Background: an optimization exercise with open tools, aiming at small area, a short achievable clock period and few clock cycles. Do not read the settings as production practice. Only simulation tests tie the RTL to the original design; equivalence was not proved. Power figures rest on the tool's default switching activity, not on a simulated workload.

$ cat design/flow/run.sh
#!/bin/bash
# synth_recipe.tcl (not shown) runs the flow's synth.tcl, then flattens the netlist and writes it again
# the make line also repeats each setting of config.mk as NAME=value (left out here)
make -C /OpenROAD-flow-scripts/flow DESIGN_CONFIG=/design/flow/config.mk WORK_HOME=/design/flow/orfs CLKGATE_MAP_FILE= SYNTH_SCRIPT=/design/flow/synth_recipe.tcl finish
$ cat design/flow/config.mk
export PLATFORM = sky130hd
export DESIGN_NAME = vpu_core
export DESIGN_NICKNAME = vpu_core
export VERILOG_FILES = /design/flow/design.v
export SDC_FILE = /design/flow/constraint.sdc
export NUM_CORES = 4
export LEC_CHECK = 0
export CAP_MARGIN = 20
export CORE_MARGIN = 2
export CORE_UTILIZATION = 40
export SLEW_MARGIN = 20
$ cat design/flow/constraint.sdc
create_clock -name core_clock -period 5.5 [get_ports {clk}]
set_input_delay 1.1000 -clock core_clock [delete_from_list [all_inputs] [get_ports {clk}]]
set_output_delay 1.1000 -clock core_clock [all_outputs]
set_load 0.01 [all_outputs]
$ cat design/flow/design.v
package vpu_pkg;
    localparam int LANES    = 4;
    localparam int LANE_W   = 16;
    localparam int NUM_REGS = 8;
    localparam int VEC_W    = LANES * LANE_W;
    localparam int REG_AW   = $clog2(NUM_REGS);
    localparam int MEM_AW   = 12;
    localparam int PC_W     = 8;
    localparam int INSTR_W  = 32;
    localparam int IMM_W    = 12;
    localparam int OPC_MSB = 31;
    localparam int OPC_LSB = 28;
    localparam int VD_MSB  = 27;
    localparam int VD_LSB  = 25;
    localparam int VS1_MSB = 24;
    localparam int VS1_LSB = 22;
    localparam int VS2_MSB = 21;
    localparam int VS2_LSB = 19;
    localparam int IMM_MSB = 11;
    localparam int IMM_LSB = 0;
    typedef logic [LANE_W-1:0]  lane_t;
    typedef logic [VEC_W-1:0]   vec_t;
    typedef logic [REG_AW-1:0]  reg_addr_t;
    typedef logic [MEM_AW-1:0]  mem_addr_t;
    typedef logic [PC_W-1:0]    pc_t;
    typedef logic [INSTR_W-1:0] instr_t;
    typedef logic [IMM_W-1:0]   imm_t;
    typedef enum logic [3:0] {
        OP_NOP    = 4'd0,
        OP_VADD   = 4'd1,
        OP_VSUB   = 4'd2,
        OP_VAND   = 4'd3,
        OP_VOR    = 4'd4,
        OP_VXOR   = 4'd5,
        OP_VADDI  = 4'd6,
        OP_VLOAD  = 4'd7,
        OP_VSTORE = 4'd8,
        OP_JUMP   = 4'd9
    } opcode_e;
    typedef enum logic [1:0] {
        WB_NONE = 2'd0,
        WB_ALU  = 2'd1,
        WB_MEM  = 2'd2
    } wb_sel_e;
endpackage
`timescale 1ns/1ps
module fetch_unit (
    input  logic           clk,
    input  logic           rst_n,
    input  logic           advance,
    input  logic           jump,
    input  vpu_pkg::pc_t   jump_target,
    output vpu_pkg::pc_t   pc
);
    vpu_pkg::pc_t pc_next;
    assign pc_next = jump ? jump_target : pc + vpu_pkg::pc_t'(1);
    always_ff @(posedge clk) begin
        if (!rst_n) begin
            pc <= '0;
        end else if (advance) begin
            pc <= pc_next;
        end
    end
endmodule
`timescale 1ns/1ps
module instr_decoder (
    input  vpu_pkg::instr_t    instr,
    input  vpu_pkg::reg_addr_t ex_vd,
    input  logic               ex_is_load,
    output vpu_pkg::opcode_e   opcode,
    output vpu_pkg::reg_addr_t vd,
    output vpu_pkg::reg_addr_t vs1,
    output vpu_pkg::reg_addr_t vs2,
    output vpu_pkg::imm_t      imm,
    output vpu_pkg::wb_sel_e   wb_sel,
    output logic               mem_write,
    output logic               jump,
    output logic               stall
);
    logic [vpu_pkg::OPC_MSB-vpu_pkg::OPC_LSB:0] opc_raw;
    logic                                       use_vs1;
    logic                                       use_vs2;
    assign opc_raw = instr[vpu_pkg::OPC_MSB:vpu_pkg::OPC_LSB];
    assign vd      = instr[vpu_pkg::VD_MSB:vpu_pkg::VD_LSB];
    assign vs1     = instr[vpu_pkg::VS1_MSB:vpu_pkg::VS1_LSB];
    assign vs2     = instr[vpu_pkg::VS2_MSB:vpu_pkg::VS2_LSB];
    assign imm     = instr[vpu_pkg::IMM_MSB:vpu_pkg::IMM_LSB];
    always_comb begin
        opcode    = vpu_pkg::OP_NOP;
        wb_sel    = vpu_pkg::WB_NONE;
        mem_write = 1'b0;
        jump      = 1'b0;
        use_vs1   = 1'b0;
        use_vs2   = 1'b0;
        case (opc_raw)
            vpu_pkg::OP_VADD,
            vpu_pkg::OP_VSUB,
            vpu_pkg::OP_VAND,
            vpu_pkg::OP_VOR,
            vpu_pkg::OP_VXOR: begin
                opcode  = vpu_pkg::opcode_e'(opc_raw);
                wb_sel  = vpu_pkg::WB_ALU;
                use_vs1 = 1'b1;
                use_vs2 = 1'b1;
            end
            vpu_pkg::OP_VADDI: begin
                opcode  = vpu_pkg::OP_VADDI;
                wb_sel  = vpu_pkg::WB_ALU;
                use_vs1 = 1'b1;
            end
            vpu_pkg::OP_VLOAD: begin
                opcode = vpu_pkg::OP_VLOAD;
                wb_sel = vpu_pkg::WB_MEM;
            end
            vpu_pkg::OP_VSTORE: begin
                opcode    = vpu_pkg::OP_VSTORE;
                mem_write = 1'b1;
                use_vs2   = 1'b1;
            end
            vpu_pkg::OP_JUMP: begin
                opcode = vpu_pkg::OP_JUMP;
                jump   = 1'b1;
            end
            default: ;
        endcase
    end
    assign stall = ex_is_load && ((use_vs1 && (vs1 == ex_vd)) ||
                                  (use_vs2 && (vs2 == ex_vd)));
endmodule
`timescale 1ns/1ps
module vector_regfile (
    input  logic               clk,
    input  logic               rst_n,
    input  logic               we,
    input  vpu_pkg::reg_addr_t waddr,
    input  vpu_pkg::vec_t      wdata,
    input  vpu_pkg::reg_addr_t raddr1,
    input  vpu_pkg::reg_addr_t raddr2,
    output vpu_pkg::vec_t      rdata1,
    output vpu_pkg::vec_t      rdata2
);
    vpu_pkg::vec_t regs [vpu_pkg::NUM_REGS];
    always_ff @(posedge clk) begin
        if (!rst_n) begin
            for (int i = 0; i < vpu_pkg::NUM_REGS; i++) begin
                regs[i] <= '0;
            end
        end else if (we) begin
            regs[waddr] <= wdata;
        end
    end
    assign rdata1 = (we && (waddr == raddr1)) ? wdata : regs[raddr1];
    assign rdata2 = (we && (waddr == raddr2)) ? wdata : regs[raddr2];
endmodule
`timescale 1ns/1ps
module vector_alu (
    input  logic             clk,
    input  logic             rst_n,
    input  logic             enable,
    input  vpu_pkg::opcode_e opcode,
    input  vpu_pkg::imm_t    imm,
    input  vpu_pkg::vec_t    vec_a,
    input  vpu_pkg::vec_t    vec_b,
    output vpu_pkg::vec_t    vec_out
);
    vpu_pkg::lane_t imm_lane;
    vpu_pkg::vec_t  result;
    assign imm_lane = {{(vpu_pkg::LANE_W-vpu_pkg::IMM_W){1'b0}}, imm};
    always_comb begin
        vpu_pkg::lane_t a_l;
        vpu_pkg::lane_t b_l;
        vpu_pkg::lane_t r_l;
        result = '0;
        for (int i = 0; i < vpu_pkg::LANES; i++) begin
            a_l = vec_a[i*vpu_pkg::LANE_W +: vpu_pkg::LANE_W];
            b_l = vec_b[i*vpu_pkg::LANE_W +: vpu_pkg::LANE_W];
            case (opcode)
                vpu_pkg::OP_VADD:  r_l = a_l + b_l;
                vpu_pkg::OP_VSUB:  r_l = a_l - b_l;
                vpu_pkg::OP_VAND:  r_l = a_l & b_l;
                vpu_pkg::OP_VOR:   r_l = a_l | b_l;
                vpu_pkg::OP_VXOR:  r_l = a_l ^ b_l;
                vpu_pkg::OP_VADDI: r_l = a_l + imm_lane;
                default:           r_l = '0;
            endcase
            result[i*vpu_pkg::LANE_W +: vpu_pkg::LANE_W] = r_l;
        end
    end
    always_ff @(posedge clk) begin
        if (!rst_n) begin
            vec_out <= '0;
        end else if (enable) begin
            vec_out <= result;
        end
    end
endmodule
`timescale 1ns/1ps
module operand_forward (
    input  vpu_pkg::reg_addr_t src,
    input  vpu_pkg::vec_t      rf_data,
    input  vpu_pkg::reg_addr_t mem_vd,
    input  logic               mem_fwd_ok,
    input  vpu_pkg::vec_t      mem_data,
    input  vpu_pkg::reg_addr_t wb_vd,
    input  logic               wb_we,
    input  vpu_pkg::vec_t      wb_data,
    output vpu_pkg::vec_t      operand
);
    logic hit_mem;
    logic hit_wb;
    assign hit_mem = mem_fwd_ok && (mem_vd == src);
    assign hit_wb  = wb_we && (wb_vd == src);
    always_comb begin
        if (hit_mem) begin
            operand = mem_data;
        end else if (hit_wb) begin
            operand = wb_data;
        end else begin
            operand = rf_data;
        end
    end
endmodule
`timescale 1ns/1ps
module vpu_core (
    input  logic               clk,
    input  logic               rst_n,
    input  logic               en,
    output vpu_pkg::pc_t       pc,
    input  vpu_pkg::instr_t    instr,
    output vpu_pkg::mem_addr_t mem_addr,
    output logic               mem_read,
    output logic               mem_write,
    output vpu_pkg::vec_t      mem_wdata,
    input  vpu_pkg::vec_t      mem_rdata,
    output logic               data_out_vld,
    output vpu_pkg::vec_t      data_out,
    output vpu_pkg::reg_addr_t reg_wb
);
    vpu_pkg::opcode_e   id_opcode;
    vpu_pkg::reg_addr_t id_vd;
    vpu_pkg::reg_addr_t id_vs1;
    vpu_pkg::reg_addr_t id_vs2;
    vpu_pkg::imm_t      id_imm;
    vpu_pkg::wb_sel_e   id_wb_sel;
    logic               id_store;
    logic               id_jump;
    vpu_pkg::vec_t      id_rdata1;
    vpu_pkg::vec_t      id_rdata2;
    logic               stall;
    logic               advance;
    vpu_pkg::pc_t       jump_target;
    vpu_pkg::opcode_e   ex_opcode;
    vpu_pkg::reg_addr_t ex_vd;
    vpu_pkg::reg_addr_t ex_vs1;
    vpu_pkg::reg_addr_t ex_vs2;
    vpu_pkg::imm_t      ex_imm;
    vpu_pkg::wb_sel_e   ex_wb_sel;
    logic               ex_store;
    logic               ex_is_load;
    vpu_pkg::vec_t      ex_rdata1;
    vpu_pkg::vec_t      ex_rdata2;
    vpu_pkg::vec_t      operand_a;
    vpu_pkg::vec_t      operand_b;
    vpu_pkg::vec_t      alu_out;
    vpu_pkg::reg_addr_t mem_vd;
    vpu_pkg::wb_sel_e   mem_wb_sel;
    vpu_pkg::reg_addr_t wb_vd;
    vpu_pkg::wb_sel_e   wb_wb_sel;
    vpu_pkg::vec_t      wb_alu_data;
    vpu_pkg::vec_t      wb_mem_data;
    vpu_pkg::vec_t      wb_data;
    logic               wb_we;
    assign advance     = en && !stall;
    assign jump_target = id_imm[vpu_pkg::PC_W-1:0];
    fetch_unit u_fetch (
        .clk         (clk),
        .rst_n       (rst_n),
        .advance     (advance),
        .jump        (id_jump),
        .jump_target (jump_target),
        .pc          (pc)
    );
    assign ex_is_load = (ex_wb_sel == vpu_pkg::WB_MEM);
    instr_decoder u_decoder (
        .instr      (instr),
        .ex_vd      (ex_vd),
        .ex_is_load (ex_is_load),
        .opcode     (id_opcode),
        .vd         (id_vd),
        .vs1        (id_vs1),
        .vs2        (id_vs2),
        .imm        (id_imm),
        .wb_sel     (id_wb_sel),
        .mem_write  (id_store),
        .jump       (id_jump),
        .stall      (stall)
    );
    vector_regfile u_regfile (
        .clk    (clk),
        .rst_n  (rst_n),
        .we     (en && wb_we),
        .waddr  (wb_vd),
        .wdata  (wb_data),
        .raddr1 (id_vs1),
        .raddr2 (id_vs2),
        .rdata1 (id_rdata1),
        .rdata2 (id_rdata2)
    );
    operand_forward u_fwd_a (
        .src        (ex_vs1),
        .rf_data    (ex_rdata1),
        .mem_vd     (mem_vd),
        .mem_fwd_ok (mem_wb_sel == vpu_pkg::WB_ALU),
        .mem_data   (alu_out),
        .wb_vd      (wb_vd),
        .wb_we      (wb_we),
        .wb_data    (wb_data),
        .operand    (operand_a)
    );
    operand_forward u_fwd_b (
        .src        (ex_vs2),
        .rf_data    (ex_rdata2),
        .mem_vd     (mem_vd),
        .mem_fwd_ok (mem_wb_sel == vpu_pkg::WB_ALU),
        .mem_data   (alu_out),
        .wb_vd      (wb_vd),
        .wb_we      (wb_we),
        .wb_data    (wb_data),
        .operand    (operand_b)
    );
    vector_alu u_alu (
        .clk     (clk),
        .rst_n   (rst_n),
        .enable  (en),
        .opcode  (ex_opcode),
        .imm     (ex_imm),
        .vec_a   (operand_a),
        .vec_b   (operand_b),
        .vec_out (alu_out)
    );
    assign mem_addr  = ex_imm;
    assign mem_wdata = operand_b;
    assign mem_read  = en && ex_is_load;
    assign mem_write = en && ex_store;
    always_comb begin
        case (wb_wb_sel)
            vpu_pkg::WB_ALU: wb_data = wb_alu_data;
            vpu_pkg::WB_MEM: wb_data = wb_mem_data;
            default:         wb_data = '0;
        endcase
    end
    assign wb_we        = (wb_wb_sel != vpu_pkg::WB_NONE);
    assign data_out_vld = en && wb_we;
    assign data_out     = wb_data;
    assign reg_wb       = wb_vd;
    always_ff @(posedge clk) begin
        if (!rst_n) begin
            ex_opcode  <= vpu_pkg::OP_NOP;
            ex_wb_sel  <= vpu_pkg::WB_NONE;
            ex_store   <= 1'b0;
            mem_wb_sel <= vpu_pkg::WB_NONE;
            wb_wb_sel  <= vpu_pkg::WB_NONE;
        end else if (en) begin
            if (stall) begin
                ex_opcode <= vpu_pkg::OP_NOP;
                ex_wb_sel <= vpu_pkg::WB_NONE;
                ex_store  <= 1'b0;
            end else begin
                ex_opcode <= id_opcode;
                ex_wb_sel <= id_wb_sel;
                ex_store  <= id_store;
            end
            mem_wb_sel <= ex_wb_sel;
            wb_wb_sel  <= mem_wb_sel;
        end
    end
    always_ff @(posedge clk) begin
        if (en) begin
            ex_vd       <= id_vd;
            ex_vs1      <= id_vs1;
            ex_vs2      <= id_vs2;
            ex_imm      <= id_imm;
            ex_rdata1   <= id_rdata1;
            ex_rdata2   <= id_rdata2;
            mem_vd      <= ex_vd;
            wb_vd       <= mem_vd;
            wb_alu_data <= alu_out;
            wb_mem_data <= mem_rdata;
        end
    end
endmodule
==> run summary <==
-- final cells by class --
cell class | instances | area (um^2) | area share, %
Inverter | 217 | 814.5 | 1.384
Timing Repair Buffer | 480 | 4674 | 7.943
Tap cell | 1650 | 2064 | 3.508
Antenna cell | 1 | 2.502 | 0.004252
Multi-Input combinational cell | 3036 | 22790 | 38.73
Clock buffer | 122 | 2500 | 4.248
Sequential cell | 878 | 25540 | 43.39
Clock inverter | 54 | 467.9 | 0.7952
-- logic make-up (layout without fill, tap and decap cells) --
logic type	after synthesis	after routing
simple gates	1446	1446
compound gates	968	968
fa+ha+maj	200	200
other cells	0	1
xor+xnor	75	75
mux	347	347
flops	878	878
buf+inv	589	873
-- worst min-delay path by stage --
stage,start,end,slack [ns],cells after the start
6_report,u_alu.vec_out[55],wb_alu_data[55],0.48,0
5_1_grt,u_alu.vec_out[55],wb_alu_data[55],0.48,0
4_1_cts,u_alu.vec_out[55],wb_alu_data[55],0.48,0
3_5_place_dp,u_alu.vec_out[18],wb_alu_data[18],0.47,0
3_3_place_gp,u_alu.vec_out[55],wb_alu_data[55],0.46,0
2_1_floorplan,u_alu.vec_out[44],wb_alu_data[44],0.44,0
-- worst reg2reg max path, cell delays in order, from the launching register on --
cell and delay, ns:
edfxtp_1 0.48, xor2_4 0.24, or4_4 0.60, o211ai_1 0.28, o21ai_2 0.12, ha_1 0.24
or3_1 0.38, a21oi_1 0.16, a211oi_1 0.08, ha_1 0.34, a21o_1 0.22, a2111oi_2 0.43
buf_4 0.19, o21ai_1 0.12, o31ai_1 0.25, buf_4 0.16, o21ai_0 0.16, a31oi_1 0.26
xnor2_1 0.14, a21oi_1 0.09, a211oi_2 0.22
-- routing by layer --
metal	GRT usage [%]	part of all wire, %	vias to the layer above
met5	0	0.012	-
met4	7.247	2.6	2
met3	5.828	11	235
met2	38.65	44	1972
met1	37.78	43	18997
li1	-	-	17015
-- repair_timing --
action                     in CTS  in global routing
pin swaps                       0                  8
gates resized for setup         1                 15
setup buffers                   0                  3
setup endpoints to repair       1                  9
gates cloned                    0                  1
hold buffers                    0                  0
-- flip-flops by register name, summed over array words and instances, names as in the netlist, 4 cells and up --
| register | count |
|---|---|
| u_alu.vec_out | 64 |
| ex_imm | 12 |
| wb_mem_data | 64 |
| wb_alu_data | 64 |
| u_regfile.regs | 512 |
| ex_opcode | 4 |
| ex_rdata2 | 64 |
| u_fetch.pc | 8 |
| ex_rdata1 | 64 |
-- cells in the final DEF, fill, tap and decap left out, types with 31 or more instances in the layout --
cell | Yosys | final
dfxtp_1 | 83 | 82
buf_12 | 0 | 33
xor2_1 | 34 | 34
mux4_2 | 256 | 256
nor2b_1 | 83 | 83
buf_4 | 3 | 202
a21oi_1 | 287 | 286
a221oi_1 | 57 | 57
inv_1 | 213 | 211
o211ai_1 | 31 | 31
nand2_1 | 361 | 346
o21a_1 | 69 | 69
clkbuf_16 | 0 | 97
nor3_1 | 34 | 31
a211oi_1 | 91 | 91
edfxtp_1 | 795 | 795
xnor2_1 | 37 | 37
nor2_1 | 813 | 812
a22o_1 | 65 | 65
o21ai_0 | 145 | 140
clkdlybuf4s50_1 | 0 | 237
ha_1 | 196 | 193
mux2i_1 | 87 | 87
-- power by group --
group / total (mW) / leakage (nW) / switching [mW] / internal, mW
Sequential: 7.77 / 8.82 / 0.183 / 7.59
Clock: 6.27 / 1.45 / 2.77 / 3.50
Combinational: 2.44 / 11.2 / 1.39 / 1.05
==> summary.md <==
| Metric | Value |
|---|---|
| Total iterations of the first detailed-routing run | `6` |
| Finished Cell Area | `58850 um^2` |
| CTS buffer count | `95` |
| Post-Synth Simple-Gate Area | `12.14%` |
| Die width | `358.8 um` |
| CP max stage delay | `0.60 ns` |
| GR Overflow Total | `0` |
| Vias/cell | `5.937` |
| Mux contribution to synthesized area | `13.27%` |
| Layout area overhead | `16.86%` |
| Largest family of logic cells by synthesized area | `multiplexers` |
| Synth area leaders | `edfxtp_1 (47%), mux4_2 (11%), nor2_1 (6.1%)` |
| Final hold viol count | `0` |
| Post-Syn Area | `50360 um^2` |
| Fmax | `0.1911 GHz` |
| Initial drt markers | `4868` |
| Nets | `5007` |
| Crit. path cell count | `20` |
| Outcome | `no timing/DRC/antenna violations` |
| Most numerous cell in the Yosys netlist | `nor2_1` |
| Average cell area after synthesis | `11.18 um^2` |
| Endpoint class of the critical path | `flop` |
| Hold_ws | `0.4847 ns` |
| VDD IR-drop max | `220.8 uV` |
| Crit path launch type | `flop` |
| Crit share post-route | `95.15%` |
| End-of-flow core utilization | `46.99%` |
| Slowest cell on crit path | `or4_4` |
| CP top delay family | `compound AO/OA/AOI/OAI gates` |
| Worst-Margin Slew | `1.156 ns` |
| Max FO, Critical Path | `5` |
| Cell Area, Placed | `55780 um^2` |
| Setup CP Type | `reg -> reg` |
| Unrepaired setup endpoints after global routing | `no` |
| R2R Setup Slk | `0.27 ns` |
| Ys Warns | `6` |
| Die Height | `358.8 um` |
| DR WL/cell | `26.49 um` |
| Unique masters post-synth | `92` |
| Leak Pwr | `21.43 nW` |
| Required time of the critical path | `6.12 ns` |
| Final GP Congestion | `0.8985` |
| RR Endpoint | `u_alu.vec_out[31]` |
| Final setup fails | `0` |
| Ys flop type | `edfxtp_1` |
| CP Launch Point | `ex_vs2[2]` |
| Pins Over Slew Limit | `0` |
| H-Tree Depth | `3` |
| Pin count of the biggest net entering global routing | `145` |
| First-pass GRT wire length | `247.9 mm` |
| Hold Path Class | `reg -> reg` |
| Overall Global Routing Usage | `25.89%` |
| Clock Latency Late Sink | `0.70 ns` |
| Fin crit period | `5.233 ns` |
| Synth Area in Compound Gates | `12.87%` |
| IO buf count | `245` |
| DIE AREA | `128800 um^2` |
| Rel. slew slack | `22.95%` |
| Vias | `38221` |
| Synth top area share | `47.40%` |
| Cells after Synth | `4503` |
| Filler cell count | `11335` |
| Fin cells | `6438` |
| FF+latch count, synth | `878` |
| Row count | `130` |
| Share of layout cells above drive strength 1 | `15.08%` |
| Worst setup margin | `0.2669 ns` |
| Setup slack at placement | `0.04712 ns` |
| WP data arrival | `5.85 ns` |
| Adder-cell share of the synthesized area | `5.029%` |
| Reg2reg start | `ex_vs2[2]` |
| Bufs and invs on worst path | `2` |
| Final clock skew | `0.02928 ns` |
| PD cells | `280.1 nW/um^2` |
| Max Cap Viol | `0` |
| Clk root buf | `clkbuf_16` |
| Synth Area in XOR/XNOR | `1.399%` |
| Setup TNS | `0 ns` |
| Post-synth EDFFs | `795` |
| Seq/Total Area, Yosys | `50.70%` |
| Vias in the first global route | `36009` |
| CTS max path bufs | `3` |
| Core Area | `125200 um^2` |
| Final ANT Viol Nets | `0` |
| DP HPWL | `113.0 mm` |
| Post-Syn Nets | `4802` |
| Final wirelength | `170.6 mm` |
| Clk pin slew, worst setup/hold paths | `0.06 ns` |
| Cells on worst reg2reg path | `20` |
| Post-route DRC | `0` |
| Initial antenna violation count | `2` |
| Ys async rst share | `0%` |
| IO Pins | `253` |
| Worst path cell trace | `xor2_4 > or4_4 > o211ai_1 > o21ai_2 > ha_1 > or3_1 > a21oi_1 > a211oi_1 > ha_1 > a21o_1 > a2111oi_2 > buf_4 > o21ai_1 > o31ai_1 > buf_4 > o21ai_0 > a31oi_1 > xnor2_1 > a21oi_1 > a211oi_2` |
| Yosys top cell by area | `edfxtp_1` |
| Design Power | `16.48 mW` |
| CTS tree | `done` |
| Sink Count | `878` |
| Critical path endpoint | `u_alu.vec_out[31]` |
| Starting Density | `40.21%` |
| Most common library cells after synthesis | `nor2_1 (813), edfxtp_1 (795), nand2_1 (361)` |
| Cell Count Post-Placement | `6257` |
Testbench counts, summed over its fixed seeds: cycles 18,413.

-- separate check: timing with driven ports --
How much do the figures lean on ideal ports? The routed layout below was timed once more, with nothing changed but the port constraints.
Step 1 assumes that a clkbuf_16 drives the clock port and a buf_2 every other input.
Step 2 times the ports against the registers' clock, not the clock port: input delays grow and output delays shrink by t, the midpoint of the rising clock arrivals with the driver on.
Slacks: ideal / step 1 / step 2; pairs: ideal / step 1.
shift t [ns]: 0.762
setup WS [ns]: 0.267 / 0.198 / 0.267
clock arrival spread, ns: 0.033 / 0.033
worst register clock-pin slew, ns: 0.07 / 0.07
After both steps this run still meets setup and hold. The setup slack of this run moves by -0.069 ns with the drivers and by 0.000 ns with both steps.
